Source: an optimization exercise on an open RTL-to-GDS flow (aim: small area and a short achievable clock period). Production flows keep margins and buffers that such runs may drop. No functional check of the RTL was part of any run shown here.

==> flow/design.v, too long to show whole: its modules and the start of the top module <==
// module fpmul_prep: 22 lines
// module fpmul_execute: 2773 lines
// module fpmul_fa: 10 lines
// module fpmul_ha: 9 lines
// module fpmul_normalize: 28 lines
// module fpmul_round: 54 lines
// module fpmul_top: 83 lines
module fpmul_top (
	input  logic                  clk,
	input  logic                  rst,
	input  logic                  in_valid,
	input  logic [31:0]           a,
	input  logic [31:0]           b,
	output logic                  out_valid,
	output fpmul_pkg::fpmul_out_t out
);
  // ...
==> flow/run.sh <==
#!/bin/bash
# synth_recipe.tcl (not shown) runs the flow's synth.tcl, then flattens the netlist and writes it again
# the make line also repeats each setting of config.mk as NAME=value (left out here)
make -C /OpenROAD-flow-scripts/flow DESIGN_CONFIG=/design/flow/config.mk WORK_HOME=/design/flow/orfs CLKGATE_MAP_FILE= SYNTH_SCRIPT=/design/flow/synth_recipe.tcl finish
==> flow/config.mk <==
export PLATFORM = sky130hd
export DESIGN_NAME = fpmul_top
export DESIGN_NICKNAME = fpmul_top
export VERILOG_FILES = /design/flow/design.v
export SDC_FILE = /design/flow/constraint.sdc
export NUM_CORES = 4
export LEC_CHECK = 0
export CAP_MARGIN = 20
export CORE_MARGIN = 2
export CORE_UTILIZATION = 40
export SLEW_MARGIN = 20
export SYNTH_HIERARCHICAL = 1
export SYNTH_MINIMUM_KEEP_SIZE = 0
==> flow/constraint.sdc <==
create_clock -name core_clock -period 7.5 [get_ports {clk}]
set_input_delay 1.5000 -clock core_clock [delete_from_list [all_inputs] [get_ports {clk}]]
set_output_delay 1.5000 -clock core_clock [all_outputs]
set_load 0.01 [all_outputs]
==> run_summary.xml, run 1 <==
<?xml version="1.0" encoding="UTF-8"?>
<metrics>
  <group name="run_status">
    <metric name="status" unit="">no timing/DRC/antenna violations</metric>
  </group>
  <group name="detailed_routing">
    <metric name="routed_wirelength" unit="um">68060</metric>
  </group>
  <group name="setup_path">
    <metric name="crit-reg2reg-capture" unit="">r3_out[33]</metric>
    <metric name="cp_data_required_time" unit="ps">7910</metric>
    <metric name="path_delay_family" unit="">simple AND/OR/NAND/NOR gates</metric>
  </group>
  <group name="sta">
    <metric name="max_freq" unit="MHz">146.7</metric>
    <metric name="final.setup_skew" unit="ps">20.67</metric>
    <metric name="setup-tns-final" unit="ps">0</metric>
    <metric name="postLayoutSetupSlackWorst" unit="ps">681.5</metric>
    <metric name="finalSetupViolCount" unit="">0</metric>
  </group>
  <group name="finish">
    <metric name="non_clock_buffering_overhead" unit="">0.05258</metric>
    <metric name="inverters_excl_clock" unit="">67</metric>
    <metric name="num-fill-cells" unit="">5797</metric>
  </group>
  <group name="placement">
    <metric name="placed_area" unit="um2">25460</metric>
    <metric name="port_buffers" unit="">103</metric>
    <metric name="worst_slack_at_placement" unit="ps">607.2</metric>
  </group>
  <group name="synth">
    <metric name="synth_enable_flop_cells" unit="">0</metric>
    <metric name="synth.distinct_cells" unit="">74</metric>
    <metric name="post_synth.cell_area_avg" unit="um2">10.99</metric>
    <metric name="postSynthCellCount" unit="">2258</metric>
    <metric name="ys.warnings.count" unit="">9</metric>
    <metric name="synth.mux.area_fraction" unit="">0.008473</metric>
  </group>
  <group name="run">
    <metric name="timing.max_cap.violations" unit="">0</metric>
  </group>
  <group name="global_routing">
    <metric name="grt-busiest-layer" unit="">met2</metric>
    <metric name="antenna_found_initial" unit="">4</metric>
    <metric name="globalRouteMet3Util" unit="">0.04153</metric>
  </group>
  <group name="floorplan">
    <metric name="die_area" unit="um2">64030</metric>
  </group>
</metrics>
==> inputs of run 2 (changes only) <==
--- a/flow/config.mk
+++ b/flow/config.mk
@@ -9,4 +9,5 @@
 export CORE_MARGIN = 2
 export CORE_UTILIZATION = 40
+export SETUP_SLACK_MARGIN = 4.0
 export SLEW_MARGIN = 20
 export SYNTH_HIERARCHICAL = 1
==> run 2 against run 1 <==
  * Worst setup slack better by 1800 ps
  * Sequential share of layout area shrank 1.6 points
==> run_summary.xml, run 2 <==
<?xml version="1.0" encoding="UTF-8"?>
<metrics>
  <group name="setup_path">
    <metric name="critical_path_buf_inv_count" unit="">6</metric>
    <metric name="cp-end-kind" unit="">flop</metric>
    <metric name="r2r_path_start" unit="">r2_s[2]</metric>
    <metric name="worst_path_largest_cell_delay" unit="ps">460</metric>
    <metric name="crit-reg2reg-capture" unit="">r3_out[7]</metric>
    <metric name="timing.reg2reg.worst_path_depth" unit="">23</metric>
    <metric name="cp_data_required_time" unit="ps">8000</metric>
    <metric name="critical_path_peak_fanout" unit="">23</metric>
    <metric name="crit_path_top_delay_cell" unit="">sky130_fd_sc_hd__a2111o_1</metric>
    <metric name="path_delay_family" unit="">compound AO/OA/AOI/OAI gates</metric>
    <metric name="path_cells" unit="">inv_2 &gt; ha_4 &gt; o21ai_2 &gt; o21bai_1 &gt; o221ai_2 &gt; a221o_1 &gt; a2111oi_4 &gt; o31a_1 &gt; and2_4 &gt; buf_8 &gt; mux2_2 &gt; and3_1 &gt; and4_4 &gt; nand3_4 &gt; or2_4 &gt; inv_2 &gt; ha_4 &gt; buf_4 &gt; buf_4 &gt; a31o_1 &gt; a2111o_1 &gt; buf_12 &gt; nor3_1</metric>
    <metric name="rrSetupSlack" unit="ps">2430</metric>
    <metric name="worst-setup-path-type" unit="">reg2reg</metric>
    <metric name="data_arrival_time_of_the_critical_path" unit="ps">5570</metric>
    <metric name="start_kind" unit="">flop</metric>
  </group>
  <group name="placement">
    <metric name="place_hpwl" unit="um">49370</metric>
    <metric name="port_buffers" unit="">103</metric>
    <metric name="placed_area" unit="um2">25970</metric>
    <metric name="worst_slack_at_placement" unit="ps">1185</metric>
    <metric name="place.gp.congestion" unit="">0.8885</metric>
    <metric name="numPlacedInstances" unit="">2958</metric>
  </group>
  <group name="sta">
    <metric name="hold_vio_cnt_final" unit="">0</metric>
    <metric name="whs" unit="ps">317.4</metric>
    <metric name="setup-tns-final" unit="ps">0</metric>
    <metric name="timing_worst_slew_pin_value" unit="ps">681.2</metric>
    <metric name="max_freq" unit="MHz">197.4</metric>
    <metric name="postLayoutSetupSlackWorst" unit="ps">2434</metric>
    <metric name="finalSetupViolCount" unit="">0</metric>
    <metric name="final.min_clock_period" unit="ps">5066</metric>
    <metric name="period_share" unit="">0.6754</metric>
    <metric name="grt_setup_unrepaired" unit="">yes</metric>
    <metric name="max_slew_headroom" unit="">0.5425</metric>
    <metric name="slew_violations" unit="">0</metric>
    <metric name="final.setup_skew" unit="ps">26.87</metric>
  </group>
  <group name="synth">
    <metric name="synth_most_common_cell" unit="">sky130_fd_sc_hd__and2_1</metric>
    <metric name="synth.top_cell.area_share" unit="">0.3906</metric>
    <metric name="synth_simple_gate_area_share" unit="">0.2053</metric>
    <metric name="post_synth.cell_area_avg" unit="um2">10.99</metric>
    <metric name="synth_compound_gate_area_share" unit="">0.05750</metric>
    <metric name="yosysSeqAreaShare" unit="">0.1687</metric>
    <metric name="synth_xor_area_frac" unit="">0.02895</metric>
    <metric name="yosys.area.top_type" unit="">sky130_fd_sc_hd__fa_1</metric>
    <metric name="ys.warnings.count" unit="">9</metric>
    <metric name="synth.distinct_cells" unit="">74</metric>
    <metric name="synth.cell_area" unit="um2">24810</metric>
    <metric name="synth.ff_latch_count" unit="">209</metric>
    <metric name="synth_top_cells_by_area" unit="">sky130_fd_sc_hd__fa_1 (39%), sky130_fd_sc_hd__dfxtp_1 (17%), sky130_fd_sc_hd__and2_1 (15%), sky130_fd_sc_hd__ha_1 (5.9%), sky130_fd_sc_hd__buf_4 (3.1%)</metric>
    <metric name="synth_commonest_cells" unit="">sky130_fd_sc_hd__and2_1 (582), sky130_fd_sc_hd__fa_1 (484), sky130_fd_sc_hd__dfxtp_1 (209)</metric>
    <metric name="synth_top_family_by_area" unit="">adder cells</metric>
    <metric name="asyncSetResetFlopFracSynth" unit="">0</metric>
    <metric name="postSynthCellCount" unit="">2258</metric>
    <metric name="synth_enable_flop_cells" unit="">0</metric>
    <metric name="yosys.area_share.adder" unit="">0.4491</metric>
    <metric name="synth_flop_cell" unit="">sky130_fd_sc_hd__dfxtp_1</metric>
    <metric name="synth.mux.area_fraction" unit="">0.008473</metric>
  </group>
  <group name="detailed_routing">
    <metric name="routed_wirelength" unit="um">79020</metric>
    <metric name="dr_total_vias" unit="">17460</metric>
    <metric name="route.detailed.drc" unit="">0</metric>
    <metric name="post_drt_via_cell_ratio" unit="">5.476</metric>
    <metric name="pre_antenna_drt_iters" unit="">5</metric>
    <metric name="routed_wire_length_per_instance" unit="um">24.79</metric>
    <metric name="drt-initial-drc-count" unit="">1141</metric>
    <metric name="detail-route-antenna-nets" unit="">0</metric>
  </group>
  <group name="floorplan">
    <metric name="start_util" unit="">0.4035</metric>
    <metric name="io_pins" unit="">104</metric>
    <metric name="core-area" unit="um2">61480</metric>
    <metric name="die_area" unit="um2">64030</metric>
    <metric name="die_width" unit="um">253.0</metric>
    <metric name="placementRows" unit="">91</metric>
    <metric name="die_h" unit="um">253.0</metric>
  </group>
  <group name="min_path">
    <metric name="hold_class" unit="">reg2reg</metric>
    <metric name="timing.hold.worst_path_depth" unit="">0</metric>
    <metric name="min_to" unit="">r2_nan</metric>
    <metric name="worstHoldStart" unit="">r1_nan</metric>
  </group>
  <group name="finish">
    <metric name="drive_gt1_frac" unit="">0.3307</metric>
    <metric name="largestRegisters" unit="">r2_c: 48 flops, r2_s: 48 flops, r3_out: 36 flops</metric>
    <metric name="most_frequent_cells_in_the_layout" unit="">sky130_fd_sc_hd__and2_1 (490), sky130_fd_sc_hd__fa_2 (251), sky130_fd_sc_hd__fa_1 (233)</metric>
    <metric name="layout.cells.most_common" unit="">sky130_fd_sc_hd__and2_1</metric>
    <metric name="antennaDiodeCount" unit="">0</metric>
    <metric name="design_area" unit="um2">30280</metric>
    <metric name="syn2layout_area_growth" unit="%">22.06</metric>
    <metric name="finish.net_count" unit="">3045</metric>
    <metric name="stdcell_count" unit="">3188</metric>
  </group>
  <group name="clocking">
    <metric name="postCtsHoldBufs" unit="">0</metric>
    <metric name="clock_insertion_delay_worst_skew" unit="ps">590</metric>
    <metric name="clk_sink_count" unit="">209</metric>
    <metric name="cts_buffer_depth" unit="">3</metric>
    <metric name="cts_tree" unit="">done</metric>
    <metric name="cts_root_buffer" unit="">sky130_fd_sc_hd__clkbuf_16</metric>
    <metric name="htree_num_levels" unit="">1</metric>
    <metric name="worst_setup_hold_path_clk_slew" unit="ps">60</metric>
    <metric name="numCtsBuffers" unit="">27</metric>
  </group>
  <group name="run_status">
    <metric name="status" unit="">no timing/DRC/antenna violations</metric>
  </group>
  <group name="run">
    <metric name="timing.max_cap.violations" unit="">0</metric>
  </group>
  <group name="global_routing">
    <metric name="grt_start_max_net_pins" unit="">25</metric>
    <metric name="grt_usage" unit="">0.2505</metric>
    <metric name="grt_overflow_total" unit="">0</metric>
    <metric name="grt_pass1_vias" unit="">19170</metric>
    <metric name="antenna_found_initial" unit="">8</metric>
    <metric name="grt_pass1_wl" unit="um">118900</metric>
  </group>
</metrics>
run 2: cell counts after synthesis:
Identical to the previous run, type by type.
run 2: kinds of logic (layout without fill, tap and decap cells):
group | Yosys count | after routing
multiplexers | 19 | 19
AO/OA/AOI/OAI | 205 | 205
adder cells (fa/ha/maj) | 600 | 600
flip-flops | 209 | 209
AND/OR/NAND/NOR | 843 | 844
other | 2 | 15
buffers and inverters | 298 | 424
XOR/XNOR | 82 | 82
run 2: worst max-delay path by stage:
stage / startpoint / to / cells past startpoint
final: r2_s[2] / r3_out[7] / 23
after floorplan: r2_c[2] / r3_out[17] / 26
after global placement: r2_c[2] / r3_out[29] / 24
after global routing: r2_c[18] / r3_out[7] / 24
after detailed placement: r2_s[5] / r3_out[29] / 24
after CTS: r2_c[1] / r3_out[26] / 25
run 2: stage by stage:
stage,utilization
5_1_grt,0.4925
2_1_floorplan,-
6_report,0.4925
4_1_cts,0.4805
3_3_place_gp,0.4223
3_5_place_dp,0.4223
run 2: modules after synthesis (local to each module, per instance):
module,flip-flops and latches,cells
fpmul_execute,0,769
fpmul_fa,0,1
fpmul_ha,0,1
fpmul_normalize,0,437
fpmul_prep,0,87
fpmul_round,0,246
fpmul_top,209,213
run 2: per-layer routing:
layer | vias up | share of wire | GRT usage
met3 | 228 | 0.087 | 0.05715
met2 | 811 | 0.45 | 0.3982
li1 | 7408 | - | -
met5 | - | 0.00062 | 0
met4 | 8 | 0.049 | 0.1050
met1 | 9001 | 0.41 | 0.3293
run 2: worst reg2reg max path, delay by kind of cell (launching register included):
kind                       cells  cell delay [ps]
AOI/OAI and AO/OA              8             2070
and+or+nand+nor                6             1060
buffers and inverters          6              690
adders and majority gates      2              440
muxes                          1              380
DFF                            1              330
run 2: what timing repair did:
| action | 4_1_cts | 5_1_grt |
|---|---|---|
| endpoints found under the setup margin | 95 | 89 |
| gates cloned | 12 | 2 |
| gates resized for setup | 348 | 131 |
| setup buffers | 136 | 31 |
| pin swaps | 174 | 132 |
run 2: layout make-up:
cell class,count,area (um2)
timing repair inverter,1,16.27
tap,790,988.4
inverter,67,259.0
fill,5457,31200
sequential,209,4328
clock inverter,12,173.9
multi-input combinational,1765,20200
timing repair buffer,307,3540
clock buffer,37,773.2
==> module fpmul_normalize, before the edit <==
module fpmul_normalize (
	input  logic [47:0] s,
	input  logic [47:0] c,
	output logic        top,      
	output logic [22:0] man,      
	output logic        guard,
	output logic        sticky,
	output logic        lsb
);
	logic [47:0] p;
	logic        lo_zero;   
	assign p       = s + c;
	assign lo_zero = ((s[21:0] ^ c[21:0]) == {s[20:0] | c[20:0], 1'b0});
	assign top     = p[47];
	always_comb begin
		if (top) begin
			man    = p[46:24];
			guard  = p[23];
			sticky = p[22] | ~lo_zero;
			lsb    = p[24];
		end else begin
			man    = p[45:23];
			guard  = p[22];
			sticky = ~lo_zero;
			lsb    = p[23];
		end
	end
endmodule
==> module fpmul_round, before the edit <==
module fpmul_round (
	input  logic              sign,
	input  logic signed [9:0] exp,
	input  logic              nan,
	input  logic              inf,
	input  logic              zero,
	input  logic              top,
	input  logic [22:0]       man,
	input  logic              guard,
	input  logic              sticky,
	input  logic              lsb,
	output fpmul_pkg::fpmul_out_t res
);
	logic        round_up;
	logic [23:0] man_rnd;   
	logic [1:0]  inc;       
	logic signed [9:0] e1, e2;
	logic [7:0]  exp_out;
	logic        ovf, unf;
	assign round_up = guard & (sticky | lsb);
	assign man_rnd  = {1'b0, man} + 24'(round_up);
	assign e1       = exp + 10'sd1;
	assign e2       = exp + 10'sd2;
	assign inc      = 2'(top) + 2'(man_rnd[23]);
	always_comb begin
		case (inc)
			2'd0:    begin exp_out = exp[7:0]; ovf = (exp >= 10'sd255); unf = (exp <= 10'sd0); end
			2'd1:    begin exp_out = e1[7:0];  ovf = (e1 >= 10'sd255);  unf = (e1 <= 10'sd0);  end
			default: begin exp_out = e2[7:0];  ovf = (e2 >= 10'sd255);  unf = (e2 <= 10'sd0);  end
		endcase
	end
	always_comb begin
		res.flags = '0;
		if (nan) begin
			res.result        = fpmul_pkg::qnan;
			res.flags.invalid = 1'b1;
		end else if (inf) begin
			res.result = {sign, 8'hff, 23'b0};
		end else if (zero) begin
			res.result = {sign, 31'b0};
		end else if (ovf) begin
			res.result         = {sign, 8'hff, 23'b0};
			res.flags.overflow = 1'b1;
			res.flags.inexact  = 1'b1;
		end else if (unf) begin
			res.result          = {sign, 31'b0};
			res.flags.underflow = 1'b1;
			res.flags.inexact   = 1'b1;
		end else begin
			res.result        = {sign, exp_out, man_rnd[22:0]};
			res.flags.inexact = guard | sticky;
		end
	end
endmodule
==> module fpmul_top, before the edit <==
module fpmul_top (
	input  logic                  clk,
	input  logic                  rst,
	input  logic                  in_valid,
	input  logic [31:0]           a,
	input  logic [31:0]           b,
	output logic                  out_valid,
	output fpmul_pkg::fpmul_out_t out
);
	logic [2:0] valid;   
	logic              p_sign, p_nan, p_inf, p_zero;
	logic signed [9:0] p_exp;
	logic [22:0]       r1_fa, r1_fb;
	logic              r1_sign, r1_nan, r1_inf, r1_zero;
	logic signed [9:0] r1_exp;
	logic [47:0]       t_s, t_c;
	logic [47:0]       r2_s, r2_c;
	logic              r2_sign, r2_nan, r2_inf, r2_zero;
	logic signed [9:0] r2_exp;
	logic        n_top, n_guard, n_sticky, n_lsb;
	logic [22:0] n_man;
	fpmul_pkg::fpmul_out_t rnd, r3_out;
	fpmul_prep i_prep (
		.a    (a),
		.b    (b),
		.sign (p_sign),
		.exp  (p_exp),
		.nan  (p_nan),
		.inf  (p_inf),
		.zero (p_zero)
	);
	fpmul_execute i_execute (
		.x ({1'b1, r1_fa}),
		.y ({1'b1, r1_fb}),
		.s (t_s),
		.c (t_c)
	);
	fpmul_normalize i_normalize (
		.s      (r2_s),
		.c      (r2_c),
		.top    (n_top),
		.man    (n_man),
		.guard  (n_guard),
		.sticky (n_sticky),
		.lsb    (n_lsb)
	);
	fpmul_round i_round (
		.sign   (r2_sign),
		.exp    (r2_exp),
		.nan    (r2_nan),
		.inf    (r2_inf),
		.zero   (r2_zero),
		.top    (n_top),
		.man    (n_man),
		.guard  (n_guard),
		.sticky (n_sticky),
		.lsb    (n_lsb),
		.res    (rnd)
	);
	always_ff @(posedge clk) begin
		if (rst) valid <= '0;
		else     valid <= {valid[1:0], in_valid};
	end
	always_ff @(posedge clk) begin
		r1_fa   <= a[22:0];
		r1_fb   <= b[22:0];
		r1_sign <= p_sign;
		r1_exp  <= p_exp;
		r1_nan  <= p_nan;
		r1_inf  <= p_inf;
		r1_zero <= p_zero;
		r2_s    <= t_s;
		r2_c    <= t_c;
		r2_sign <= r1_sign;
		r2_exp  <= r1_exp;
		r2_nan  <= r1_nan;
		r2_inf  <= r1_inf;
		r2_zero <= r1_zero;
		r3_out  <= rnd;
	end
	assign out_valid = valid[2];
	assign out       = r3_out;
endmodule
==> inputs of run 3 (changes only) <==
--- a/flow/design.v
+++ b/flow/design.v
@@ -45,4 +45,11 @@
 	} norm_stage_t;
 	typedef struct packed {
+		logic                    sign;
+		logic signed [exp_w+1:0] exp;    
+		logic                    nan;    
+		logic                    inf;    
+		logic                    zero;   
+	} info_t;
+	typedef struct packed {
 		logic [31:0] result;
 		fp_flags_t   flags;
@@ -73,9 +80,8 @@
 endmodule
 `timescale 1ns/10ps
-module fpmul_execute (
+module fpmul_tree_a (
 	input  logic [23:0] x,
 	input  logic [23:0] y,
-	output logic [47:0] s,
-	output logic [47:0] c
+	output logic [176:0] mo
 );
 	logic pp1;
@@ -1495,176 +1501,4 @@
 	logic s1415;
 	logic c1416;
-	logic s1417;
-	logic c1418;
-	logic s1419;
-	logic c1420;
-	logic s1421;
-	logic c1422;
-	logic s1423;
-	logic c1424;
-	logic s1425;
-	logic c1426;
-	logic s1427;
-	logic c1428;
-	logic s1429;
-	logic c1430;
-	logic s1431;
-	logic c1432;
-	logic s1433;
-	logic c1434;
-	logic s1435;
-	logic c1436;
-	logic s1437;
-	logic c1438;
-	logic s1439;
-	logic c1440;
-	logic s1441;
-	logic c1442;
-	logic s1443;
-	logic c1444;
-	logic s1445;
-	logic c1446;
-	logic s1447;
-	logic c1448;
-	logic s1449;
-	logic c1450;
-	logic s1451;
-	logic c1452;
-	logic s1453;
-	logic c1454;
-	logic s1455;
-	logic c1456;
-	logic s1457;
-	logic c1458;
-	logic s1459;
-	logic c1460;
-	logic s1461;
-	logic c1462;
-	logic s1463;
-	logic c1464;
-	logic s1465;
-	logic c1466;
-	logic s1467;
-	logic c1468;
-	logic s1469;
-	logic c1470;
-	logic s1471;
-	logic c1472;
-	logic s1473;
-	logic c1474;
-	logic s1475;
-	logic c1476;
-	logic s1477;
-	logic c1478;
-	logic s1479;
-	logic c1480;
-	logic s1481;
-	logic c1482;
-	logic s1483;
-	logic c1484;
-	logic s1485;
-	logic c1486;
-	logic s1487;
-	logic c1488;
-	logic s1489;
-	logic c1490;
-	logic s1491;
-	logic c1492;
-	logic s1493;
-	logic c1494;
-	logic s1495;
-	logic c1496;
-	logic s1497;
-	logic c1498;
-	logic s1499;
-	logic c1500;
-	logic s1501;
-	logic c1502;
-	logic s1503;
-	logic c1504;
-	logic s1505;
-	logic c1506;
-	logic s1507;
-	logic c1508;
-	logic s1509;
-	logic c1510;
-	logic s1511;
-	logic c1512;
-	logic s1513;
-	logic c1514;
-	logic s1515;
-	logic c1516;
-	logic s1517;
-	logic c1518;
-	logic s1519;
-	logic c1520;
-	logic s1521;
-	logic c1522;
-	logic s1523;
-	logic c1524;
-	logic s1525;
-	logic c1526;
-	logic s1527;
-	logic c1528;
-	logic s1529;
-	logic c1530;
-	logic s1531;
-	logic c1532;
-	logic s1533;
-	logic c1534;
-	logic s1535;
-	logic c1536;
-	logic s1537;
-	logic c1538;
-	logic s1539;
-	logic c1540;
-	logic s1541;
-	logic c1542;
-	logic s1543;
-	logic c1544;
-	logic s1545;
-	logic c1546;
-	logic s1547;
-	logic c1548;
-	logic s1549;
-	logic c1550;
-	logic s1551;
-	logic c1552;
-	logic s1553;
-	logic c1554;
-	logic s1555;
-	logic c1556;
-	logic s1557;
-	logic c1558;
-	logic s1559;
-	logic c1560;
-	logic s1561;
-	logic c1562;
-	logic s1563;
-	logic c1564;
-	logic s1565;
-	logic c1566;
-	logic s1567;
-	logic c1568;
-	logic s1569;
-	logic c1570;
-	logic s1571;
-	logic c1572;
-	logic s1573;
-	logic c1574;
-	logic s1575;
-	logic c1576;
-	logic s1577;
-	logic c1578;
-	logic s1579;
-	logic c1580;
-	logic s1581;
-	logic c1582;
-	logic s1583;
-	logic c1584;
-	logic s1585;
-	logic c1586;
-	logic s1587;
-	logic c1588;
 	assign pp1 = x[0] & y[0];
 	assign pp2 = x[0] & y[1];
@@ -2663,95 +2497,450 @@
 	fpmul_fa u_s1413 (.a(pp549), .b(pp572), .c(c1260), .s(s1413), .co(c1414));
 	fpmul_fa u_s1415 (.a(pp504), .b(pp527), .c(pp550), .s(s1415), .co(c1416));
-	fpmul_ha u_s1417 (.a(pp4), .b(pp27), .s(s1417), .co(c1418));
-	fpmul_fa u_s1419 (.a(pp51), .b(pp74), .c(pp97), .s(s1419), .co(c1420));
-	fpmul_fa u_s1421 (.a(pp121), .b(c1262), .c(s1263), .s(s1421), .co(c1422));
-	fpmul_fa u_s1423 (.a(c1264), .b(c1266), .c(s1267), .s(s1423), .co(c1424));
-	fpmul_fa u_s1425 (.a(c1268), .b(c1270), .c(s1271), .s(s1425), .co(c1426));
-	fpmul_fa u_s1427 (.a(c1272), .b(c1274), .c(s1275), .s(s1427), .co(c1428));
-	fpmul_fa u_s1429 (.a(c1276), .b(c1278), .c(s1279), .s(s1429), .co(c1430));
-	fpmul_fa u_s1431 (.a(c1280), .b(c1282), .c(s1283), .s(s1431), .co(c1432));
-	fpmul_fa u_s1433 (.a(c1284), .b(c1286), .c(s1287), .s(s1433), .co(c1434));
-	fpmul_fa u_s1435 (.a(c1288), .b(c1290), .c(s1291), .s(s1435), .co(c1436));
-	fpmul_fa u_s1437 (.a(c1292), .b(c1294), .c(s1295), .s(s1437), .co(c1438));
-	fpmul_fa u_s1439 (.a(c1296), .b(c1298), .c(s1299), .s(s1439), .co(c1440));
-	fpmul_fa u_s1441 (.a(c1300), .b(c1302), .c(s1303), .s(s1441), .co(c1442));
-	fpmul_fa u_s1443 (.a(c1304), .b(c1306), .c(s1307), .s(s1443), .co(c1444));
-	fpmul_fa u_s1445 (.a(c1308), .b(c1310), .c(s1311), .s(s1445), .co(c1446));
-	fpmul_fa u_s1447 (.a(c1312), .b(c1314), .c(s1315), .s(s1447), .co(c1448));
-	fpmul_fa u_s1449 (.a(c1316), .b(c1318), .c(s1319), .s(s1449), .co(c1450));
-	fpmul_fa u_s1451 (.a(c1320), .b(c1322), .c(s1323), .s(s1451), .co(c1452));
-	fpmul_fa u_s1453 (.a(c1324), .b(c1326), .c(s1327), .s(s1453), .co(c1454));
-	fpmul_fa u_s1455 (.a(c1328), .b(c1330), .c(s1331), .s(s1455), .co(c1456));
-	fpmul_fa u_s1457 (.a(c1332), .b(c1334), .c(s1335), .s(s1457), .co(c1458));
-	fpmul_fa u_s1459 (.a(c1336), .b(c1338), .c(s1339), .s(s1459), .co(c1460));
-	fpmul_fa u_s1461 (.a(c1340), .b(c1342), .c(s1343), .s(s1461), .co(c1462));
-	fpmul_fa u_s1463 (.a(c1344), .b(c1346), .c(s1347), .s(s1463), .co(c1464));
-	fpmul_fa u_s1465 (.a(c1348), .b(c1350), .c(s1351), .s(s1465), .co(c1466));
-	fpmul_fa u_s1467 (.a(c1352), .b(c1354), .c(s1355), .s(s1467), .co(c1468));
-	fpmul_fa u_s1469 (.a(c1356), .b(c1358), .c(s1359), .s(s1469), .co(c1470));
-	fpmul_fa u_s1471 (.a(c1360), .b(c1362), .c(s1363), .s(s1471), .co(c1472));
-	fpmul_fa u_s1473 (.a(c1364), .b(c1366), .c(s1367), .s(s1473), .co(c1474));
-	fpmul_fa u_s1475 (.a(c1368), .b(c1370), .c(s1371), .s(s1475), .co(c1476));
-	fpmul_fa u_s1477 (.a(c1372), .b(c1374), .c(s1375), .s(s1477), .co(c1478));
-	fpmul_fa u_s1479 (.a(c1376), .b(c1378), .c(s1379), .s(s1479), .co(c1480));
-	fpmul_fa u_s1481 (.a(c1380), .b(c1382), .c(s1383), .s(s1481), .co(c1482));
-	fpmul_fa u_s1483 (.a(c1384), .b(c1386), .c(s1387), .s(s1483), .co(c1484));
-	fpmul_fa u_s1485 (.a(c1388), .b(c1390), .c(s1391), .s(s1485), .co(c1486));
-	fpmul_fa u_s1487 (.a(c1392), .b(c1394), .c(s1395), .s(s1487), .co(c1488));
-	fpmul_fa u_s1489 (.a(c1396), .b(c1398), .c(s1399), .s(s1489), .co(c1490));
-	fpmul_fa u_s1491 (.a(c1400), .b(c1402), .c(s1403), .s(s1491), .co(c1492));
-	fpmul_fa u_s1493 (.a(c1404), .b(c1406), .c(s1407), .s(s1493), .co(c1494));
-	fpmul_fa u_s1495 (.a(c1408), .b(c1410), .c(s1411), .s(s1495), .co(c1496));
-	fpmul_fa u_s1497 (.a(pp573), .b(c1412), .c(c1414), .s(s1497), .co(c1498));
-	fpmul_fa u_s1499 (.a(pp528), .b(pp551), .c(pp574), .s(s1499), .co(c1500));
-	fpmul_ha u_s1501 (.a(pp3), .b(pp26), .s(s1501), .co(c1502));
-	fpmul_fa u_s1503 (.a(pp50), .b(pp73), .c(s1417), .s(s1503), .co(c1504));
-	fpmul_fa u_s1505 (.a(s1261), .b(c1418), .c(s1419), .s(s1505), .co(c1506));
-	fpmul_fa u_s1507 (.a(s1265), .b(c1420), .c(s1421), .s(s1507), .co(c1508));
-	fpmul_fa u_s1509 (.a(s1269), .b(c1422), .c(s1423), .s(s1509), .co(c1510));
-	fpmul_fa u_s1511 (.a(s1273), .b(c1424), .c(s1425), .s(s1511), .co(c1512));
-	fpmul_fa u_s1513 (.a(s1277), .b(c1426), .c(s1427), .s(s1513), .co(c1514));
-	fpmul_fa u_s1515 (.a(s1281), .b(c1428), .c(s1429), .s(s1515), .co(c1516));
-	fpmul_fa u_s1517 (.a(s1285), .b(c1430), .c(s1431), .s(s1517), .co(c1518));
-	fpmul_fa u_s1519 (.a(s1289), .b(c1432), .c(s1433), .s(s1519), .co(c1520));
-	fpmul_fa u_s1521 (.a(s1293), .b(c1434), .c(s1435), .s(s1521), .co(c1522));
-	fpmul_fa u_s1523 (.a(s1297), .b(c1436), .c(s1437), .s(s1523), .co(c1524));
-	fpmul_fa u_s1525 (.a(s1301), .b(c1438), .c(s1439), .s(s1525), .co(c1526));
-	fpmul_fa u_s1527 (.a(s1305), .b(c1440), .c(s1441), .s(s1527), .co(c1528));
-	fpmul_fa u_s1529 (.a(s1309), .b(c1442), .c(s1443), .s(s1529), .co(c1530));
-	fpmul_fa u_s1531 (.a(s1313), .b(c1444), .c(s1445), .s(s1531), .co(c1532));
-	fpmul_fa u_s1533 (.a(s1317), .b(c1446), .c(s1447), .s(s1533), .co(c1534));
-	fpmul_fa u_s1535 (.a(s1321), .b(c1448), .c(s1449), .s(s1535), .co(c1536));
-	fpmul_fa u_s1537 (.a(s1325), .b(c1450), .c(s1451), .s(s1537), .co(c1538));
-	fpmul_fa u_s1539 (.a(s1329), .b(c1452), .c(s1453), .s(s1539), .co(c1540));
-	fpmul_fa u_s1541 (.a(s1333), .b(c1454), .c(s1455), .s(s1541), .co(c1542));
-	fpmul_fa u_s1543 (.a(s1337), .b(c1456), .c(s1457), .s(s1543), .co(c1544));
-	fpmul_fa u_s1545 (.a(s1341), .b(c1458), .c(s1459), .s(s1545), .co(c1546));
-	fpmul_fa u_s1547 (.a(s1345), .b(c1460), .c(s1461), .s(s1547), .co(c1548));
-	fpmul_fa u_s1549 (.a(s1349), .b(c1462), .c(s1463), .s(s1549), .co(c1550));
-	fpmul_fa u_s1551 (.a(s1353), .b(c1464), .c(s1465), .s(s1551), .co(c1552));
-	fpmul_fa u_s1553 (.a(s1357), .b(c1466), .c(s1467), .s(s1553), .co(c1554));
-	fpmul_fa u_s1555 (.a(s1361), .b(c1468), .c(s1469), .s(s1555), .co(c1556));
-	fpmul_fa u_s1557 (.a(s1365), .b(c1470), .c(s1471), .s(s1557), .co(c1558));
-	fpmul_fa u_s1559 (.a(s1369), .b(c1472), .c(s1473), .s(s1559), .co(c1560));
-	fpmul_fa u_s1561 (.a(s1373), .b(c1474), .c(s1475), .s(s1561), .co(c1562));
-	fpmul_fa u_s1563 (.a(s1377), .b(c1476), .c(s1477), .s(s1563), .co(c1564));
-	fpmul_fa u_s1565 (.a(s1381), .b(c1478), .c(s1479), .s(s1565), .co(c1566));
-	fpmul_fa u_s1567 (.a(s1385), .b(c1480), .c(s1481), .s(s1567), .co(c1568));
-	fpmul_fa u_s1569 (.a(s1389), .b(c1482), .c(s1483), .s(s1569), .co(c1570));
-	fpmul_fa u_s1571 (.a(s1393), .b(c1484), .c(s1485), .s(s1571), .co(c1572));
-	fpmul_fa u_s1573 (.a(s1397), .b(c1486), .c(s1487), .s(s1573), .co(c1574));
-	fpmul_fa u_s1575 (.a(s1401), .b(c1488), .c(s1489), .s(s1575), .co(c1576));
-	fpmul_fa u_s1577 (.a(s1405), .b(c1490), .c(s1491), .s(s1577), .co(c1578));
-	fpmul_fa u_s1579 (.a(s1409), .b(c1492), .c(s1493), .s(s1579), .co(c1580));
-	fpmul_fa u_s1581 (.a(s1413), .b(c1494), .c(s1495), .s(s1581), .co(c1582));
-	fpmul_fa u_s1583 (.a(s1415), .b(c1496), .c(s1497), .s(s1583), .co(c1584));
-	fpmul_fa u_s1585 (.a(c1416), .b(c1498), .c(s1499), .s(s1585), .co(c1586));
-	fpmul_fa u_s1587 (.a(pp552), .b(pp575), .c(c1500), .s(s1587), .co(c1588));
-	assign s[0] = pp1;
+	assign mo[0] = pp1;
+	assign mo[1] = pp2;
+	assign mo[2] = pp25;
+	assign mo[3] = pp3;
+	assign mo[4] = pp26;
+	assign mo[5] = pp49;
+	assign mo[6] = pp4;
+	assign mo[7] = pp27;
+	assign mo[8] = pp50;
+	assign mo[9] = pp73;
+	assign mo[10] = pp51;
+	assign mo[11] = pp74;
+	assign mo[12] = pp97;
+	assign mo[13] = s1261;
+	assign mo[14] = pp121;
+	assign mo[15] = c1262;
+	assign mo[16] = s1263;
+	assign mo[17] = s1265;
+	assign mo[18] = c1264;
+	assign mo[19] = c1266;
+	assign mo[20] = s1267;
+	assign mo[21] = s1269;
+	assign mo[22] = c1268;
+	assign mo[23] = c1270;
+	assign mo[24] = s1271;
+	assign mo[25] = s1273;
+	assign mo[26] = c1272;
+	assign mo[27] = c1274;
+	assign mo[28] = s1275;
+	assign mo[29] = s1277;
+	assign mo[30] = c1276;
+	assign mo[31] = c1278;
+	assign mo[32] = s1279;
+	assign mo[33] = s1281;
+	assign mo[34] = c1280;
+	assign mo[35] = c1282;
+	assign mo[36] = s1283;
+	assign mo[37] = s1285;
+	assign mo[38] = c1284;
+	assign mo[39] = c1286;
+	assign mo[40] = s1287;
+	assign mo[41] = s1289;
+	assign mo[42] = c1288;
+	assign mo[43] = c1290;
+	assign mo[44] = s1291;
+	assign mo[45] = s1293;
+	assign mo[46] = c1292;
+	assign mo[47] = c1294;
+	assign mo[48] = s1295;
+	assign mo[49] = s1297;
+	assign mo[50] = c1296;
+	assign mo[51] = c1298;
+	assign mo[52] = s1299;
+	assign mo[53] = s1301;
+	assign mo[54] = c1300;
+	assign mo[55] = c1302;
+	assign mo[56] = s1303;
+	assign mo[57] = s1305;
+	assign mo[58] = c1304;
+	assign mo[59] = c1306;
+	assign mo[60] = s1307;
+	assign mo[61] = s1309;
+	assign mo[62] = c1308;
+	assign mo[63] = c1310;
+	assign mo[64] = s1311;
+	assign mo[65] = s1313;
+	assign mo[66] = c1312;
+	assign mo[67] = c1314;
+	assign mo[68] = s1315;
+	assign mo[69] = s1317;
+	assign mo[70] = c1316;
+	assign mo[71] = c1318;
+	assign mo[72] = s1319;
+	assign mo[73] = s1321;
+	assign mo[74] = c1320;
+	assign mo[75] = c1322;
+	assign mo[76] = s1323;
+	assign mo[77] = s1325;
+	assign mo[78] = c1324;
+	assign mo[79] = c1326;
+	assign mo[80] = s1327;
+	assign mo[81] = s1329;
+	assign mo[82] = c1328;
+	assign mo[83] = c1330;
+	assign mo[84] = s1331;
+	assign mo[85] = s1333;
+	assign mo[86] = c1332;
+	assign mo[87] = c1334;
+	assign mo[88] = s1335;
+	assign mo[89] = s1337;
+	assign mo[90] = c1336;
+	assign mo[91] = c1338;
+	assign mo[92] = s1339;
+	assign mo[93] = s1341;
+	assign mo[94] = c1340;
+	assign mo[95] = c1342;
+	assign mo[96] = s1343;
+	assign mo[97] = s1345;
+	assign mo[98] = c1344;
+	assign mo[99] = c1346;
+	assign mo[100] = s1347;
+	assign mo[101] = s1349;
+	assign mo[102] = c1348;
+	assign mo[103] = c1350;
+	assign mo[104] = s1351;
+	assign mo[105] = s1353;
+	assign mo[106] = c1352;
+	assign mo[107] = c1354;
+	assign mo[108] = s1355;
+	assign mo[109] = s1357;
+	assign mo[110] = c1356;
+	assign mo[111] = c1358;
+	assign mo[112] = s1359;
+	assign mo[113] = s1361;
+	assign mo[114] = c1360;
+	assign mo[115] = c1362;
+	assign mo[116] = s1363;
+	assign mo[117] = s1365;
+	assign mo[118] = c1364;
+	assign mo[119] = c1366;
+	assign mo[120] = s1367;
+	assign mo[121] = s1369;
+	assign mo[122] = c1368;
+	assign mo[123] = c1370;
+	assign mo[124] = s1371;
+	assign mo[125] = s1373;
+	assign mo[126] = c1372;
+	assign mo[127] = c1374;
+	assign mo[128] = s1375;
+	assign mo[129] = s1377;
+	assign mo[130] = c1376;
+	assign mo[131] = c1378;
+	assign mo[132] = s1379;
+	assign mo[133] = s1381;
+	assign mo[134] = c1380;
+	assign mo[135] = c1382;
+	assign mo[136] = s1383;
+	assign mo[137] = s1385;
+	assign mo[138] = c1384;
+	assign mo[139] = c1386;
+	assign mo[140] = s1387;
+	assign mo[141] = s1389;
+	assign mo[142] = c1388;
+	assign mo[143] = c1390;
+	assign mo[144] = s1391;
+	assign mo[145] = s1393;
+	assign mo[146] = c1392;
+	assign mo[147] = c1394;
+	assign mo[148] = s1395;
+	assign mo[149] = s1397;
+	assign mo[150] = c1396;
+	assign mo[151] = c1398;
+	assign mo[152] = s1399;
+	assign mo[153] = s1401;
+	assign mo[154] = c1400;
+	assign mo[155] = c1402;
+	assign mo[156] = s1403;
+	assign mo[157] = s1405;
+	assign mo[158] = c1404;
+	assign mo[159] = c1406;
+	assign mo[160] = s1407;
+	assign mo[161] = s1409;
+	assign mo[162] = c1408;
+	assign mo[163] = c1410;
+	assign mo[164] = s1411;
+	assign mo[165] = s1413;
+	assign mo[166] = pp573;
+	assign mo[167] = c1412;
+	assign mo[168] = c1414;
+	assign mo[169] = s1415;
+	assign mo[170] = pp528;
+	assign mo[171] = pp551;
+	assign mo[172] = pp574;
+	assign mo[173] = c1416;
+	assign mo[174] = pp552;
+	assign mo[175] = pp575;
+	assign mo[176] = pp576;
+endmodule
+module fpmul_tree_b (
+	input  logic [176:0] mi,
+	output logic [47:0] s,
+	output logic [47:0] c
+);
+	logic s1417;
+	logic c1418;
+	logic s1419;
+	logic c1420;
+	logic s1421;
+	logic c1422;
+	logic s1423;
+	logic c1424;
+	logic s1425;
+	logic c1426;
+	logic s1427;
+	logic c1428;
+	logic s1429;
+	logic c1430;
+	logic s1431;
+	logic c1432;
+	logic s1433;
+	logic c1434;
+	logic s1435;
+	logic c1436;
+	logic s1437;
+	logic c1438;
+	logic s1439;
+	logic c1440;
+	logic s1441;
+	logic c1442;
+	logic s1443;
+	logic c1444;
+	logic s1445;
+	logic c1446;
+	logic s1447;
+	logic c1448;
+	logic s1449;
+	logic c1450;
+	logic s1451;
+	logic c1452;
+	logic s1453;
+	logic c1454;
+	logic s1455;
+	logic c1456;
+	logic s1457;
+	logic c1458;
+	logic s1459;
+	logic c1460;
+	logic s1461;
+	logic c1462;
+	logic s1463;
+	logic c1464;
+	logic s1465;
+	logic c1466;
+	logic s1467;
+	logic c1468;
+	logic s1469;
+	logic c1470;
+	logic s1471;
+	logic c1472;
+	logic s1473;
+	logic c1474;
+	logic s1475;
+	logic c1476;
+	logic s1477;
+	logic c1478;
+	logic s1479;
+	logic c1480;
+	logic s1481;
+	logic c1482;
+	logic s1483;
+	logic c1484;
+	logic s1485;
+	logic c1486;
+	logic s1487;
+	logic c1488;
+	logic s1489;
+	logic c1490;
+	logic s1491;
+	logic c1492;
+	logic s1493;
+	logic c1494;
+	logic s1495;
+	logic c1496;
+	logic s1497;
+	logic c1498;
+	logic s1499;
+	logic c1500;
+	logic s1501;
+	logic c1502;
+	logic s1503;
+	logic c1504;
+	logic s1505;
+	logic c1506;
+	logic s1507;
+	logic c1508;
+	logic s1509;
+	logic c1510;
+	logic s1511;
+	logic c1512;
+	logic s1513;
+	logic c1514;
+	logic s1515;
+	logic c1516;
+	logic s1517;
+	logic c1518;
+	logic s1519;
+	logic c1520;
+	logic s1521;
+	logic c1522;
+	logic s1523;
+	logic c1524;
+	logic s1525;
+	logic c1526;
+	logic s1527;
+	logic c1528;
+	logic s1529;
+	logic c1530;
+	logic s1531;
+	logic c1532;
+	logic s1533;
+	logic c1534;
+	logic s1535;
+	logic c1536;
+	logic s1537;
+	logic c1538;
+	logic s1539;
+	logic c1540;
+	logic s1541;
+	logic c1542;
+	logic s1543;
+	logic c1544;
+	logic s1545;
+	logic c1546;
+	logic s1547;
+	logic c1548;
+	logic s1549;
+	logic c1550;
+	logic s1551;
+	logic c1552;
+	logic s1553;
+	logic c1554;
+	logic s1555;
+	logic c1556;
+	logic s1557;
+	logic c1558;
+	logic s1559;
+	logic c1560;
+	logic s1561;
+	logic c1562;
+	logic s1563;
+	logic c1564;
+	logic s1565;
+	logic c1566;
+	logic s1567;
+	logic c1568;
+	logic s1569;
+	logic c1570;
+	logic s1571;
+	logic c1572;
+	logic s1573;
+	logic c1574;
+	logic s1575;
+	logic c1576;
+	logic s1577;
+	logic c1578;
+	logic s1579;
+	logic c1580;
+	logic s1581;
+	logic c1582;
+	logic s1583;
+	logic c1584;
+	logic s1585;
+	logic c1586;
+	logic s1587;
+	logic c1588;
+	fpmul_ha u_s1417 (.a(mi[6]), .b(mi[7]), .s(s1417), .co(c1418));
+	fpmul_fa u_s1419 (.a(mi[10]), .b(mi[11]), .c(mi[12]), .s(s1419), .co(c1420));
+	fpmul_fa u_s1421 (.a(mi[14]), .b(mi[15]), .c(mi[16]), .s(s1421), .co(c1422));
+	fpmul_fa u_s1423 (.a(mi[18]), .b(mi[19]), .c(mi[20]), .s(s1423), .co(c1424));
+	fpmul_fa u_s1425 (.a(mi[22]), .b(mi[23]), .c(mi[24]), .s(s1425), .co(c1426));
+	fpmul_fa u_s1427 (.a(mi[26]), .b(mi[27]), .c(mi[28]), .s(s1427), .co(c1428));
+	fpmul_fa u_s1429 (.a(mi[30]), .b(mi[31]), .c(mi[32]), .s(s1429), .co(c1430));
+	fpmul_fa u_s1431 (.a(mi[34]), .b(mi[35]), .c(mi[36]), .s(s1431), .co(c1432));
+	fpmul_fa u_s1433 (.a(mi[38]), .b(mi[39]), .c(mi[40]), .s(s1433), .co(c1434));
+	fpmul_fa u_s1435 (.a(mi[42]), .b(mi[43]), .c(mi[44]), .s(s1435), .co(c1436));
+	fpmul_fa u_s1437 (.a(mi[46]), .b(mi[47]), .c(mi[48]), .s(s1437), .co(c1438));
+	fpmul_fa u_s1439 (.a(mi[50]), .b(mi[51]), .c(mi[52]), .s(s1439), .co(c1440));
+	fpmul_fa u_s1441 (.a(mi[54]), .b(mi[55]), .c(mi[56]), .s(s1441), .co(c1442));
+	fpmul_fa u_s1443 (.a(mi[58]), .b(mi[59]), .c(mi[60]), .s(s1443), .co(c1444));
+	fpmul_fa u_s1445 (.a(mi[62]), .b(mi[63]), .c(mi[64]), .s(s1445), .co(c1446));
+	fpmul_fa u_s1447 (.a(mi[66]), .b(mi[67]), .c(mi[68]), .s(s1447), .co(c1448));
+	fpmul_fa u_s1449 (.a(mi[70]), .b(mi[71]), .c(mi[72]), .s(s1449), .co(c1450));
+	fpmul_fa u_s1451 (.a(mi[74]), .b(mi[75]), .c(mi[76]), .s(s1451), .co(c1452));
+	fpmul_fa u_s1453 (.a(mi[78]), .b(mi[79]), .c(mi[80]), .s(s1453), .co(c1454));
+	fpmul_fa u_s1455 (.a(mi[82]), .b(mi[83]), .c(mi[84]), .s(s1455), .co(c1456));
+	fpmul_fa u_s1457 (.a(mi[86]), .b(mi[87]), .c(mi[88]), .s(s1457), .co(c1458));
+	fpmul_fa u_s1459 (.a(mi[90]), .b(mi[91]), .c(mi[92]), .s(s1459), .co(c1460));
+	fpmul_fa u_s1461 (.a(mi[94]), .b(mi[95]), .c(mi[96]), .s(s1461), .co(c1462));
+	fpmul_fa u_s1463 (.a(mi[98]), .b(mi[99]), .c(mi[100]), .s(s1463), .co(c1464));
+	fpmul_fa u_s1465 (.a(mi[102]), .b(mi[103]), .c(mi[104]), .s(s1465), .co(c1466));
+	fpmul_fa u_s1467 (.a(mi[106]), .b(mi[107]), .c(mi[108]), .s(s1467), .co(c1468));
+	fpmul_fa u_s1469 (.a(mi[110]), .b(mi[111]), .c(mi[112]), .s(s1469), .co(c1470));
+	fpmul_fa u_s1471 (.a(mi[114]), .b(mi[115]), .c(mi[116]), .s(s1471), .co(c1472));
+	fpmul_fa u_s1473 (.a(mi[118]), .b(mi[119]), .c(mi[120]), .s(s1473), .co(c1474));
+	fpmul_fa u_s1475 (.a(mi[122]), .b(mi[123]), .c(mi[124]), .s(s1475), .co(c1476));
+	fpmul_fa u_s1477 (.a(mi[126]), .b(mi[127]), .c(mi[128]), .s(s1477), .co(c1478));
+	fpmul_fa u_s1479 (.a(mi[130]), .b(mi[131]), .c(mi[132]), .s(s1479), .co(c1480));
+	fpmul_fa u_s1481 (.a(mi[134]), .b(mi[135]), .c(mi[136]), .s(s1481), .co(c1482));
+	fpmul_fa u_s1483 (.a(mi[138]), .b(mi[139]), .c(mi[140]), .s(s1483), .co(c1484));
+	fpmul_fa u_s1485 (.a(mi[142]), .b(mi[143]), .c(mi[144]), .s(s1485), .co(c1486));
+	fpmul_fa u_s1487 (.a(mi[146]), .b(mi[147]), .c(mi[148]), .s(s1487), .co(c1488));
+	fpmul_fa u_s1489 (.a(mi[150]), .b(mi[151]), .c(mi[152]), .s(s1489), .co(c1490));
+	fpmul_fa u_s1491 (.a(mi[154]), .b(mi[155]), .c(mi[156]), .s(s1491), .co(c1492));
+	fpmul_fa u_s1493 (.a(mi[158]), .b(mi[159]), .c(mi[160]), .s(s1493), .co(c1494));
+	fpmul_fa u_s1495 (.a(mi[162]), .b(mi[163]), .c(mi[164]), .s(s1495), .co(c1496));
+	fpmul_fa u_s1497 (.a(mi[166]), .b(mi[167]), .c(mi[168]), .s(s1497), .co(c1498));
+	fpmul_fa u_s1499 (.a(mi[170]), .b(mi[171]), .c(mi[172]), .s(s1499), .co(c1500));
+	fpmul_ha u_s1501 (.a(mi[3]), .b(mi[4]), .s(s1501), .co(c1502));
+	fpmul_fa u_s1503 (.a(mi[8]), .b(mi[9]), .c(s1417), .s(s1503), .co(c1504));
+	fpmul_fa u_s1505 (.a(mi[13]), .b(c1418), .c(s1419), .s(s1505), .co(c1506));
+	fpmul_fa u_s1507 (.a(mi[17]), .b(c1420), .c(s1421), .s(s1507), .co(c1508));
+	fpmul_fa u_s1509 (.a(mi[21]), .b(c1422), .c(s1423), .s(s1509), .co(c1510));
+	fpmul_fa u_s1511 (.a(mi[25]), .b(c1424), .c(s1425), .s(s1511), .co(c1512));
+	fpmul_fa u_s1513 (.a(mi[29]), .b(c1426), .c(s1427), .s(s1513), .co(c1514));
+	fpmul_fa u_s1515 (.a(mi[33]), .b(c1428), .c(s1429), .s(s1515), .co(c1516));
+	fpmul_fa u_s1517 (.a(mi[37]), .b(c1430), .c(s1431), .s(s1517), .co(c1518));
+	fpmul_fa u_s1519 (.a(mi[41]), .b(c1432), .c(s1433), .s(s1519), .co(c1520));
+	fpmul_fa u_s1521 (.a(mi[45]), .b(c1434), .c(s1435), .s(s1521), .co(c1522));
+	fpmul_fa u_s1523 (.a(mi[49]), .b(c1436), .c(s1437), .s(s1523), .co(c1524));
+	fpmul_fa u_s1525 (.a(mi[53]), .b(c1438), .c(s1439), .s(s1525), .co(c1526));
+	fpmul_fa u_s1527 (.a(mi[57]), .b(c1440), .c(s1441), .s(s1527), .co(c1528));
+	fpmul_fa u_s1529 (.a(mi[61]), .b(c1442), .c(s1443), .s(s1529), .co(c1530));
+	fpmul_fa u_s1531 (.a(mi[65]), .b(c1444), .c(s1445), .s(s1531), .co(c1532));
+	fpmul_fa u_s1533 (.a(mi[69]), .b(c1446), .c(s1447), .s(s1533), .co(c1534));
+	fpmul_fa u_s1535 (.a(mi[73]), .b(c1448), .c(s1449), .s(s1535), .co(c1536));
+	fpmul_fa u_s1537 (.a(mi[77]), .b(c1450), .c(s1451), .s(s1537), .co(c1538));
+	fpmul_fa u_s1539 (.a(mi[81]), .b(c1452), .c(s1453), .s(s1539), .co(c1540));
+	fpmul_fa u_s1541 (.a(mi[85]), .b(c1454), .c(s1455), .s(s1541), .co(c1542));
+	fpmul_fa u_s1543 (.a(mi[89]), .b(c1456), .c(s1457), .s(s1543), .co(c1544));
+	fpmul_fa u_s1545 (.a(mi[93]), .b(c1458), .c(s1459), .s(s1545), .co(c1546));
+	fpmul_fa u_s1547 (.a(mi[97]), .b(c1460), .c(s1461), .s(s1547), .co(c1548));
+	fpmul_fa u_s1549 (.a(mi[101]), .b(c1462), .c(s1463), .s(s1549), .co(c1550));
+	fpmul_fa u_s1551 (.a(mi[105]), .b(c1464), .c(s1465), .s(s1551), .co(c1552));
+	fpmul_fa u_s1553 (.a(mi[109]), .b(c1466), .c(s1467), .s(s1553), .co(c1554));
+	fpmul_fa u_s1555 (.a(mi[113]), .b(c1468), .c(s1469), .s(s1555), .co(c1556));
+	fpmul_fa u_s1557 (.a(mi[117]), .b(c1470), .c(s1471), .s(s1557), .co(c1558));
+	fpmul_fa u_s1559 (.a(mi[121]), .b(c1472), .c(s1473), .s(s1559), .co(c1560));
+	fpmul_fa u_s1561 (.a(mi[125]), .b(c1474), .c(s1475), .s(s1561), .co(c1562));
+	fpmul_fa u_s1563 (.a(mi[129]), .b(c1476), .c(s1477), .s(s1563), .co(c1564));
+	fpmul_fa u_s1565 (.a(mi[133]), .b(c1478), .c(s1479), .s(s1565), .co(c1566));
+	fpmul_fa u_s1567 (.a(mi[137]), .b(c1480), .c(s1481), .s(s1567), .co(c1568));
+	fpmul_fa u_s1569 (.a(mi[141]), .b(c1482), .c(s1483), .s(s1569), .co(c1570));
+	fpmul_fa u_s1571 (.a(mi[145]), .b(c1484), .c(s1485), .s(s1571), .co(c1572));
+	fpmul_fa u_s1573 (.a(mi[149]), .b(c1486), .c(s1487), .s(s1573), .co(c1574));
+	fpmul_fa u_s1575 (.a(mi[153]), .b(c1488), .c(s1489), .s(s1575), .co(c1576));
+	fpmul_fa u_s1577 (.a(mi[157]), .b(c1490), .c(s1491), .s(s1577), .co(c1578));
+	fpmul_fa u_s1579 (.a(mi[161]), .b(c1492), .c(s1493), .s(s1579), .co(c1580));
+	fpmul_fa u_s1581 (.a(mi[165]), .b(c1494), .c(s1495), .s(s1581), .co(c1582));
+	fpmul_fa u_s1583 (.a(mi[169]), .b(c1496), .c(s1497), .s(s1583), .co(c1584));
+	fpmul_fa u_s1585 (.a(mi[173]), .b(c1498), .c(s1499), .s(s1585), .co(c1586));
+	fpmul_fa u_s1587 (.a(mi[174]), .b(mi[175]), .c(c1500), .s(s1587), .co(c1588));
+	assign s[0] = mi[0];
 	assign c[0] = 1'b0;
-	assign s[1] = pp2;
-	assign c[1] = pp25;
-	assign s[2] = pp49;
+	assign s[1] = mi[1];
+	assign c[1] = mi[2];
+	assign s[2] = mi[5];
 	assign c[2] = s1501;
 	assign s[3] = c1502;
@@ -2841,5 +3030,5 @@
 	assign s[45] = c1586;
 	assign c[45] = s1587;
-	assign s[46] = pp576;
+	assign s[46] = mi[176];
 	assign c[46] = c1588;
 	assign s[47] = 1'b0;
@@ -2869,59 +3058,44 @@
 	input  logic [47:0] s,
 	input  logic [47:0] c,
-	output logic        top,      
-	output logic [22:0] man,      
-	output logic        guard,
-	output logic        sticky,
-	output logic        lsb
+	output logic [25:0] hi,      
+	output logic        lo_nz    
 );
 	logic [47:0] p;
-	logic        lo_zero;   
-	assign p       = s + c;
-	assign lo_zero = ((s[21:0] ^ c[21:0]) == {s[20:0] | c[20:0], 1'b0});
-	assign top     = p[47];
-	always_comb begin
-		if (top) begin
-			man    = p[46:24];
-			guard  = p[23];
-			sticky = p[22] | ~lo_zero;
-			lsb    = p[24];
-		end else begin
-			man    = p[45:23];
-			guard  = p[22];
-			sticky = ~lo_zero;
-			lsb    = p[23];
-		end
-	end
+	assign p  = s + c;
+	assign hi = p[47:22];
+	assign lo_nz = ((s[21:0] ^ c[21:0]) != {s[20:0] | c[20:0], 1'b0});
 endmodule
 `timescale 1ns/10ps
 module fpmul_round (
 	input  logic              sign,
-	input  logic signed [9:0] exp,
+	input  logic signed [9:0] exp,     
 	input  logic              nan,
 	input  logic              inf,
 	input  logic              zero,
-	input  logic              top,
-	input  logic [22:0]       man,
-	input  logic              guard,
-	input  logic              sticky,
-	input  logic              lsb,
+	input  logic [25:0]       hi,      
+	input  logic              lo_nz,   
 	output fpmul_pkg::fpmul_out_t res
 );
-	logic        round_up;
-	logic [23:0] man_rnd;   
-	logic [1:0]  inc;       
+	logic              top;   
+	logic [22:0]       man;
+	logic              lsb, guard, sticky, round_up;
+	logic [23:0]       man_rnd;   
 	logic signed [9:0] e1, e2;
-	logic [7:0]  exp_out;
-	logic        ovf, unf;
+	logic [7:0]        exp_out;
+	logic              ovf, unf;
+	assign top    = hi[25];
+	assign man    = top ? hi[24:2] : hi[23:1];
+	assign lsb    = top ? hi[2] : hi[1];
+	assign guard  = top ? hi[1] : hi[0];
+	assign sticky = top ? (hi[0] | lo_nz) : lo_nz;
 	assign round_up = guard & (sticky | lsb);
 	assign man_rnd  = {1'b0, man} + 24'(round_up);
 	assign e1       = exp + 10'sd1;
 	assign e2       = exp + 10'sd2;
-	assign inc      = 2'(top) + 2'(man_rnd[23]);
 	always_comb begin
-		case (inc)
-			2'd0:    begin exp_out = exp[7:0]; ovf = (exp >= 10'sd255); unf = (exp <= 10'sd0); end
-			2'd1:    begin exp_out = e1[7:0];  ovf = (e1 >= 10'sd255);  unf = (e1 <= 10'sd0);  end
-			default: begin exp_out = e2[7:0];  ovf = (e2 >= 10'sd255);  unf = (e2 <= 10'sd0);  end
+		case ({top, man_rnd[23]})
+			2'b00:   begin exp_out = exp[7:0]; ovf = (exp >= 10'sd255); unf = (exp <= 10'sd0); end
+			2'b11:   begin exp_out = e2[7:0];  ovf = (e2 >= 10'sd255);  unf = (e2 <= 10'sd0);  end
+			default: begin exp_out = e1[7:0];  ovf = (e1 >= 10'sd255);  unf = (e1 <= 10'sd0);  end
 		endcase
 	end
@@ -2959,76 +3133,64 @@
 	output fpmul_pkg::fpmul_out_t out
 );
-	logic [2:0] valid;   
-	logic              p_sign, p_nan, p_inf, p_zero;
-	logic signed [9:0] p_exp;
+	localparam int MID_W = 177;   
+	logic [3:0] valid;   
+	fpmul_pkg::info_t  p_info, r1_info, r2_info, r3_info;
 	logic [22:0]       r1_fa, r1_fb;
-	logic              r1_sign, r1_nan, r1_inf, r1_zero;
-	logic signed [9:0] r1_exp;
+	logic [MID_W-1:0]  t_mid, r2_mid;
 	logic [47:0]       t_s, t_c;
-	logic [47:0]       r2_s, r2_c;
-	logic              r2_sign, r2_nan, r2_inf, r2_zero;
-	logic signed [9:0] r2_exp;
-	logic        n_top, n_guard, n_sticky, n_lsb;
-	logic [22:0] n_man;
-	fpmul_pkg::fpmul_out_t rnd, r3_out;
+	logic [25:0]       n_hi, r3_hi;
+	logic              n_lo_nz, r3_lo_nz;
+	fpmul_pkg::fpmul_out_t rnd, r4_out;
 	fpmul_prep i_prep (
 		.a    (a),
 		.b    (b),
-		.sign (p_sign),
-		.exp  (p_exp),
-		.nan  (p_nan),
-		.inf  (p_inf),
-		.zero (p_zero)
+		.sign (p_info.sign),
+		.exp  (p_info.exp),
+		.nan  (p_info.nan),
+		.inf  (p_info.inf),
+		.zero (p_info.zero)
+	);
+	fpmul_tree_a i_tree_a (
+		.x  ({1'b1, r1_fa}),   
+		.y  ({1'b1, r1_fb}),
+		.mo (t_mid)
 	);
-	fpmul_execute i_execute (
-		.x ({1'b1, r1_fa}),
-		.y ({1'b1, r1_fb}),
-		.s (t_s),
-		.c (t_c)
+	fpmul_tree_b i_tree_b (
+		.mi (r2_mid),
+		.s  (t_s),
+		.c  (t_c)
 	);
 	fpmul_normalize i_normalize (
-		.s      (r2_s),
-		.c      (r2_c),
-		.top    (n_top),
-		.man    (n_man),
-		.guard  (n_guard),
-		.sticky (n_sticky),
-		.lsb    (n_lsb)
+		.s     (t_s),
+		.c     (t_c),
+		.hi    (n_hi),
+		.lo_nz (n_lo_nz)
 	);
 	fpmul_round i_round (
-		.sign   (r2_sign),
-		.exp    (r2_exp),
-		.nan    (r2_nan),
-		.inf    (r2_inf),
-		.zero   (r2_zero),
-		.top    (n_top),
-		.man    (n_man),
-		.guard  (n_guard),
-		.sticky (n_sticky),
-		.lsb    (n_lsb),
-		.res    (rnd)
+		.sign  (r3_info.sign),
+		.exp   (r3_info.exp),
+		.nan   (r3_info.nan),
+		.inf   (r3_info.inf),
+		.zero  (r3_info.zero),
+		.hi    (r3_hi),
+		.lo_nz (r3_lo_nz),
+		.res   (rnd)
 	);
 	always_ff @(posedge clk) begin
 		if (rst) valid <= '0;
-		else     valid <= {valid[1:0], in_valid};
+		else     valid <= {valid[2:0], in_valid};
 	end
 	always_ff @(posedge clk) begin
-		r1_fa   <= a[22:0];
-		r1_fb   <= b[22:0];
-		r1_sign <= p_sign;
-		r1_exp  <= p_exp;
-		r1_nan  <= p_nan;
-		r1_inf  <= p_inf;
-		r1_zero <= p_zero;
-		r2_s    <= t_s;
-		r2_c    <= t_c;
-		r2_sign <= r1_sign;
-		r2_exp  <= r1_exp;
-		r2_nan  <= r1_nan;
-		r2_inf  <= r1_inf;
-		r2_zero <= r1_zero;
-		r3_out  <= rnd;
+		r1_fa    <= a[22:0];
+		r1_fb    <= b[22:0];
+		r1_info  <= p_info;
+		r2_mid   <= t_mid;
+		r2_info  <= r1_info;
+		r3_hi    <= n_hi;
+		r3_lo_nz <= n_lo_nz;
+		r3_info  <= r2_info;
+		r4_out   <= rnd;
 	end
-	assign out_valid = valid[2];
-	assign out       = r3_out;
+	assign out_valid = valid[3];
+	assign out       = r4_out;
 endmodule
--- a/flow/config.mk
+++ b/flow/config.mk
@@ -9,5 +9,5 @@
 export CORE_MARGIN = 2
 export CORE_UTILIZATION = 40
-export SETUP_SLACK_MARGIN = 4.0
+export SETUP_SLACK_MARGIN = 4.5
 export SLEW_MARGIN = 20
 export SYNTH_HIERARCHICAL = 1
==> run 3 against run 2 <==
  * Still clean
  * Utilization fell by 2.8 points
  * Wire length rose by 5.9%
  * Global-route usage fell by 2.5 points
  * Count of clock-buffer cells in the layout increased by 12
  * Fmax up 50%
  * Die area increased by 17%
  * Critical path type unchanged
==> run_summary.xml, run 3 <==
<?xml version="1.0" encoding="UTF-8"?>
<metrics>
  <group name="synth">
    <metric name="synth_enable_flop_cells" unit="">0</metric>
    <metric name="asyncSetResetFlopFracSynth" unit="">0</metric>
    <metric name="synth.distinct_cells" unit="">87</metric>
    <metric name="synth.top_cell.area_share" unit="">0.3317</metric>
    <metric name="synth_commonest_cells" unit="">sky130_fd_sc_hd__and2_1 (582), sky130_fd_sc_hd__fa_1 (484), sky130_fd_sc_hd__dfxtp_1 (332)</metric>
  </group>
  <group name="detailed_routing">
    <metric name="detail-route-antenna-nets" unit="">0</metric>
    <metric name="dr_total_vias" unit="">18890</metric>
    <metric name="pre_antenna_drt_iters" unit="">5</metric>
    <metric name="route.detailed.drc" unit="">0</metric>
  </group>
  <group name="clocking">
    <metric name="numCtsBuffers" unit="">42</metric>
    <metric name="cts_buffer_depth" unit="">3</metric>
  </group>
  <group name="placement">
    <metric name="placed_area" unit="um2">29070</metric>
  </group>
  <group name="global_routing">
    <metric name="grt_overflow_total" unit="">0</metric>
    <metric name="grtUsageMet2" unit="">0.3721</metric>
  </group>
  <group name="setup_path">
    <metric name="worst_path_largest_cell_delay" unit="ps">590</metric>
    <metric name="cp-end-kind" unit="">flop</metric>
    <metric name="worst-setup-path-type" unit="">reg2reg</metric>
    <metric name="data_arrival_time_of_the_critical_path" unit="ps">3880</metric>
    <metric name="path_cells" unit="">fa_1 &gt; fa_2 &gt; inv_2 &gt; ha_4 &gt; nand2_1 &gt; o21ai_1 &gt; a32oi_2 &gt; a211oi_2 &gt; buf_4 &gt; nor2_4 &gt; o21ba_4 &gt; o21ai_2 &gt; xor2_1</metric>
  </group>
  <group name="run_status">
    <metric name="status" unit="">no timing/DRC/antenna violations</metric>
  </group>
  <group name="finish">
    <metric name="area.sequential" unit="um2">6751</metric>
    <metric name="most_frequent_cells_in_the_layout" unit="">sky130_fd_sc_hd__and2_1 (547), sky130_fd_sc_hd__fa_1 (395), sky130_fd_sc_hd__dfxtp_1 (298)</metric>
    <metric name="drive_gt1_frac" unit="">0.2340</metric>
    <metric name="syn2layout_area_growth" unit="%">15.39</metric>
    <metric name="utilization" unit="">0.4644</metric>
    <metric name="design_area" unit="um2">33710</metric>
  </group>
  <group name="run">
    <metric name="timing.max_cap.violations" unit="">0</metric>
  </group>
  <group name="sta">
    <metric name="period_share" unit="">0.4504</metric>
    <metric name="grt_setup_unrepaired" unit="">yes</metric>
  </group>
  <group name="min_path">
    <metric name="hold_class" unit="">reg2reg</metric>
  </group>
</metrics>
==> run 3: cell count changes in the layout (fill, tap and decap cells not counted), moves of 24 or more <==
cell	change
sky130_fd_sc_hd__fa_2	-162
sky130_fd_sc_hd__xor2_1	-24
sky130_fd_sc_hd__and2_1	+57
sky130_fd_sc_hd__fa_1	+162
sky130_fd_sc_hd__and2_4	-57
sky130_fd_sc_hd__dfxtp_1	+138
==> run 3: what timing repair did <==
item | 4_1_cts | 5_1_grt
pin swaps | 119 | 109
gates cloned | 19 | 1
gates resized for setup | 257 | 141
setup endpoints to repair | 140 | 111
hold buffers | 0 | 0
setup buffers | 98 | 27
==> run 3: final cells by class <==
| class | count | area share |
|---|---|---|
| Tap cell | 959 | 0.03559 |
| Timing Repair Buffer | 288 | 0.09814 |
| Clock buffer | 49 | 0.03378 |
| Sequential cell | 332 | 0.2003 |
| Clock inverter | 28 | 0.01050 |
| Multi-Input combinational cell | 1837 | 0.6140 |
| Inverter | 69 | 0.007683 |
==> run 3: layer usage <==
metal	up-vias	share of wire
li1	8104	-
met1	9719	0.40
met2	856	0.47
met3	209	0.083
met4	2	0.043
met5	-	0.00012
==> run 3: kinds of logic (layout without fill, tap and decap cells) <==
logic type,count (synthesis),count (layout),share of synthesized area
flops,332,332,0.2275
fa+ha+maj,598,598,0.3805
compound gates,240,240,0.06489
simple gates,877,878,0.1785
buf+inv,482,434,0.1155
xor+xnor,87,87,0.02608
mux,19,19,0.006810
other cells,2,15,0.0002571
==> run 3: final timing paths <==
kind	endpoint	slack (ps)	depth (start not counted)
worst max-delay path	r3_hi[7]	4120	13
worst min-delay path	r3_info[10]	320	0
worst max register to register	r3_hi[7]	4120	13
worst min register to register	r3_info[10]	320	0
==> run 3: metrics by stage <==
step | setup slack, ps | cells
after floorplan | 4359 | 2650
after global placement | 2903 | 3339
after detailed placement | 3238 | 3340
after CTS | 4161 | 3534
after global routing | 3981 | 3562
final | 4122 | 3562
==> run 3: Yosys stat by module, one instance, submodules excluded <==
| module | area [um2] | flops+latches | times used |
|---|---|---|---|
| fpmul_round | 2342 | 0 | 1 |
| fpmul_prep | 643.1 | 0 | 1 |
| fpmul_normalize | 3102 | 0 | 1 |
| fpmul_top | 6675 | 332 | 1 |
| fpmul_tree_b | 724.4 | 0 | 1 |
| fpmul_tree_a | 5769 | 0 | 1 |
| fpmul_fa | 20.02 | 0 | 483 |
| fpmul_ha | 12.51 | 0 | 23 |

[re-timing with driven ports]
The results above use ideal ports. As a check the final layouts listed here were re-extracted and re-timed, cells and wires unchanged.
Step 1 assumes that a clkbuf_16 drives the clock port and a buf_2 every other input.
Step 2 adds t to the input delays and takes it off the output delays; t is the mean of the earliest and latest rising clock arrival at the registers after step 1. Input paths then give back, and output paths get back, about the clock's delay inside the block.
Slacks: ideal / step 1 / step 2; pairs: ideal / step 1.
run | t (ns) | slack for setup (ns) | hold slack, ns | clock arrival spread, ns | pins driven straight from the clock port
run 1 | 0.633 | 0.682 / 0.682 / 0.682 | 0.327 / 0.327 / 0.327 | 0.021 / 0.021 | 1
run 2 | 0.639 | 2.434 / 2.434 / 2.434 | 0.317 / 0.317 / 0.317 | 0.027 / 0.027 | 1
run 3 | 0.633 | 4.122 / 4.122 / 3.959 | 0.322 / 0.322 / 0.322 | 0.028 / 0.028 | 1
After both steps every run listed still meets setup and hold. The setup slack of run 3, which loses most, moves by 0.000 ns with the drivers and by -0.163 ns with both steps.
